This is an optimization exercise on Yosys and OpenROAD, whose aim is small area and a short achievable clock period, not a production implementation. Function was checked by simulation only, so behaviour that the tests miss may differ from the original. Power figures rest on the tool's default switching activity, not on a simulated workload.

## rev 12
// wt_mul_top
module wt_mul_top (
  input  logic        clk,
  input  logic        rst_n,
  input  logic        in_valid,
  input  logic [23:0] a,
  input  logic [23:0] b,
  output logic        out_valid,
  output logic [47:0] product
);
Settings: LEC_CHECK=0, ABC_AREA=1, CAP_MARGIN=20, CORE_MARGIN=2, CORE_UTILIZATION=65, PLACE_DENSITY=0.75, SLEW_MARGIN=20; clock period 3.0 ns.
run.sh (not shown) runs the stock make flow with config.mk's settings and CLKGATE_MAP_FILE= SYNTH_SCRIPT=/design/flow/synth_recipe.tcl, a recipe that flattens the netlist after the stock synthesis.
Changes in rev 13 relative to rev 12:
- a deleted PLACE_DENSITY that had been 0.75
- a change of CORE_UTILIZATION from 65 to 40
==> run notes <==
Measured against each other, rev 12 and rev 13 differ in worst hold slack, the lower figure coming from rev 13.
Rev 13 has largest clock skew in the final design below what rev 12 had.
Relative to rev 12, cell count increased by 10% in rev 13.
Compared with rev 12, rev 13 ends up with a larger final cell area.
Final cell utilization of the core sits lower in rev 13 than in rev 12.
Compared with rev 12, rev 13 supports a higher clock frequency.
In the metrics for rev 12 and rev 13, the one carrying the lower total power per unit cell area is rev 13.
Critical path endpoint: p1[81]$_DFF_P_ -> rev 12, p1[154]$_DFF_P_ -> rev 13
Rev 13 vs. rev 12: worst setup slack picked up an extra 0.039 ns, proportion of power drawn by the clock network picked up an extra 2.5 points.


Starting RTL as in the previous note.
// wt_mul_top
module wt_mul_top (
  input  logic        clk,
  input  logic        rst_n,
  input  logic        in_valid,
  input  logic [23:0] a,
  input  logic [23:0] b,
  output logic        out_valid,
  output logic [47:0] product
);
  logic [3:0] vld;
  logic [23:0] a_n, a_n1;
  logic [11:0] one, two, neg;
  logic [11:0] one_d, two_d, neg_d;
  logic b23_q;
  logic [11:0] one_n, two_n, one_n1, two_n1, neg1;
  logic b23_n;
  logic s1, c2;
  logic s3, c4;
  logic s5, c6;
  logic s7, c8;
  logic s9, c10;
  logic s11, c12;
  logic s13, c14;
  logic s15, c16;
  logic s17, c18;
  logic s19, c20;
  logic s21, c22;
  logic s23, c24;
  logic s25, c26;
  logic s27, c28;
  logic s29, c30;
  logic s31, c32;
  logic s33, c34;
  logic s35, c36;
  logic s37, c38;
  logic s39, c40;
  logic s41, c42;
  logic s43, c44;
  logic s45, c46;
  logic s47, c48;
  logic s49, c50;
  logic s51, c52;
  logic s53, c54;
  logic s55, c56;
  logic s57, c58;
  logic s59, c60;
  logic s61, c62;
  logic s63, c64;
  logic s65, c66;
  logic s67, c68;
  logic s69, c70;
  logic s71, c72;
  logic s73, c74;
  logic s75, c76;
  logic s77, c78;
  logic s79, c80;
  logic s81, c82;
  logic s83, c84;
  logic s85, c86;
  logic s87, c88;
  logic s89, c90;
  logic s91, c92;
  logic s93, c94;
  logic s95, c96;
  logic s97, c98;
  logic s99, c100;
  logic s101, c102;
  logic s103, c104;
  logic s105, c106;
  logic s107, c108;
  logic s109, c110;
  logic s111, c112;
  logic s113, c114;
  logic s115, c116;
  logic s117, c118;
  logic s119, c120;
  logic s121, c122;
  logic s123, c124;
  logic s125, c126;
  logic s127, c128;
  logic s129, c130;
  logic s131, c132;
  logic s133, c134;
  logic s135, c136;
  logic s137, c138;
  logic s139, c140;
  logic s141, c142;
  logic s143, c144;
  logic s145, c146;
  logic s147, c148;
  logic s149, c150;
  logic s151, c152;
  logic s153, c154;
  logic s155, c156;
  logic s157, c158;
  logic s159, c160;
  logic s161, c162;
  logic s163, c164;
  logic s165, c166;
  logic s167, c168;
  logic s169, c170;
  logic s171, c172;
  logic s173, c174;
  logic s175, c176;
  logic s177, c178;
  ...
==> flow/config.mk <==
export PLATFORM = sky130hd
export DESIGN_NAME = wt_mul_top
export DESIGN_NICKNAME = wt_mul_top
export VERILOG_FILES = /design/flow/design.v
export SDC_FILE = /design/flow/constraint.sdc
export NUM_CORES = 4
export LEC_CHECK = 0
export ABC_AREA = 1
export CAP_MARGIN = 0
export CORE_MARGIN = 2
export CORE_UTILIZATION = 65
export PLACE_DENSITY = 0.75
export SETUP_SLACK_MARGIN = 0.9
export SLEW_MARGIN = 0
==> flow/constraint.sdc <==
create_clock -name core_clock -period 3.0 [get_ports {clk}]
set_input_delay 0.6000 -clock core_clock [delete_from_list [all_inputs] [get_ports {clk}]]
set_output_delay 0.6000 -clock core_clock [all_outputs]
set_load 0.01 [all_outputs]
standard.sh (not shown) runs the stock make flow with config.mk's settings and CLKGATE_MAP_FILE= SYNTH_SCRIPT=/design/flow/synth_recipe.tcl, a recipe that flattens the netlist after the stock synthesis.
==> flow/flow/run.sh <==
#!/bin/bash
# Own flow: the standard synthesis; then netopt.py removes inverters from the netlist by
# flipping full adders (self-dual) and swapping xor2/xnor2 (no flip-flop is touched);
# then the standard layout, with buf_2 as the port buffer.
set -euo pipefail
R=orfs/results/${FLOW_PLATFORM}/wt_mul_top/base
bash standard.sh synth > synth.log 2>&1
cp "$R/1_2_yosys.v" netlist_standard.v
python3 flow/netopt.py netlist_standard.v netlist_opt.v > netopt.log 2>&1
cp netlist_opt.v "$R/1_2_yosys.v"
touch "$R/1_2_yosys.v"
export BUFFER_PORTS_ARGS="-buffer_cell sky130_fd_sc_hd__buf_2"
bash standard.sh finish > layout.log 2>&1
Other scripts of this flow, unchanged in this note and not shown: flow/flow/netopt.py
The baseline passed the timing, DRC and antenna checks.
Edit:
CAP_MARGIN = 20   (was 0)
CTS_BUF_LIST = sky130_fd_sc_hd__clkbuf_8   (was unset)
SETUP_SLACK_MARGIN = 0.8   (was 0.9)
SLEW_MARGIN = 20   (was 0)
The changed run produced a clean layout. Design area came out lower slightly. Power came out lower slightly. Hold slack gets worse by 0.061 ns. Sequential power is about the same. Via count came out lower slightly. Utilization came out lower by 0.63 points.
Edit:
CORE_UTILIZATION = 72   (was 65)
CTS_BUF_LIST = unset   (was sky130_fd_sc_hd__clkbuf_8)
PLACE_DENSITY = 0.85   (was 0.75)
SETUP_SLACK_MARGIN = 0.9   (was 0.8)
After rerunning: Critical path depth does not change; die area is lower by 9.5%; power is higher by 3.3%.
Edit:
CORE_UTILIZATION = 65   (was 72)
PLACE_DENSITY = 0.75   (was 0.85)
=>
- setup slack gets better by 0.036 ns
- non-clock buffer count came out lower by 7
- final cell count came out higher by 1.6%
- fmax came out higher by 1.7%
- register-to-register slack gets better by 0.04 ns
- global-route usage came out lower by 5.3 points


old:
Another version of the RTL of wt_mul_top (not shown whole).
For scale: about 2700 cells after synthesis, ~100 I/O pins, ~0.024 mm^2 of cells after synthesis.
==> flow/config.mk <==
export PLATFORM = sky130hd
export DESIGN_NAME = wt_mul_top
export DESIGN_NICKNAME = wt_mul_top
export VERILOG_FILES = /design/flow/design.v
export SDC_FILE = /design/flow/constraint.sdc
export NUM_CORES = 4
export LEC_CHECK = 0
export ABC_AREA = 1
export CAP_MARGIN = 20
export CORE_MARGIN = 2
export CORE_UTILIZATION = 40
export SLEW_MARGIN = 20
==> flow/constraint.sdc <==
create_clock -name core_clock -period 3.0 [get_ports {clk}]
set_input_delay 0.6000 -clock core_clock [delete_from_list [all_inputs] [get_ports {clk}]]
set_output_delay 0.6000 -clock core_clock [all_outputs]
set_load 0.01 [all_outputs]
run.sh (not shown) runs the stock make flow with config.mk's settings and CLKGATE_MAP_FILE= SYNTH_SCRIPT=/design/flow/synth_recipe.tcl, a recipe that flattens the netlist after the stock synthesis.
Stock flow here: none of the scripts above is used.
Input changes introduced in new (baseline for comparison: old):
Settings: setting SETUP_SLACK_MARGIN to 0.5 for the first time.
==> comparison <==
Every stage of the flow completed for new, and the final layout passed the timing, DRC and antenna checks. Status: internal power parity (new, old). Fmax: new higher than old. Routed wire length on met3 for new: 2.1% up relative to old. Summary: final critical delay including setup and external delays, new better than old. On cell count, old and new are neck and neck. In terms of total number of vias, new and old differ only marginally. new vs. old: clock skew held steady; final worst slack grew by 33 ps; register share of the cell area held steady. old and new ended up with nearly the same post-layout instance area. | arrival time at the worst endpoint | higher: old |.

## afterwards: timing with drivers on the ports
The results above use ideal ports. As a check the final layouts listed here were re-extracted and re-timed, cells and wires unchanged. Step 1 assumes that a clkbuf_16 drives the clock port and a buf_2 every other input. Step 2 moves the port delays by t, midway between the first and last clock arrival at a register: inputs arrive t later, outputs are due t later. That takes back most of the time a late clock gives input paths. Slacks: ideal / step 1 / step 2; pairs: ideal / step 1.
run	t, ns	setup slack, ns	hold WS [ns]
rev 12	0.635	0.440 / 0.440 / 0.440	0.329 / 0.329 / 0.329
rev 13	0.642	0.479 / 0.479 / 0.479	0.322 / 0.322 / 0.322
the first run of note 2	0.638	0.882 / 0.882 / 0.882	0.162 / 0.123 / 0.326
the second run of note 2	0.699	0.789 / 0.789 / 0.789	0.102 / 0.064 / 0.327
the third run of note 2	0.633	0.845 / 0.845 / 0.845	0.153 / 0.118 / 0.318
the fourth run of note 2	0.638	0.882 / 0.882 / 0.882	0.162 / 0.123 / 0.326
old	0.639	0.546 / 0.546 / 0.546	0.326 / 0.326 / 0.326
new	0.639	0.580 / 0.580 / 0.580	0.326 / 0.326 / 0.326
After both steps setup and hold are still met in every run listed.
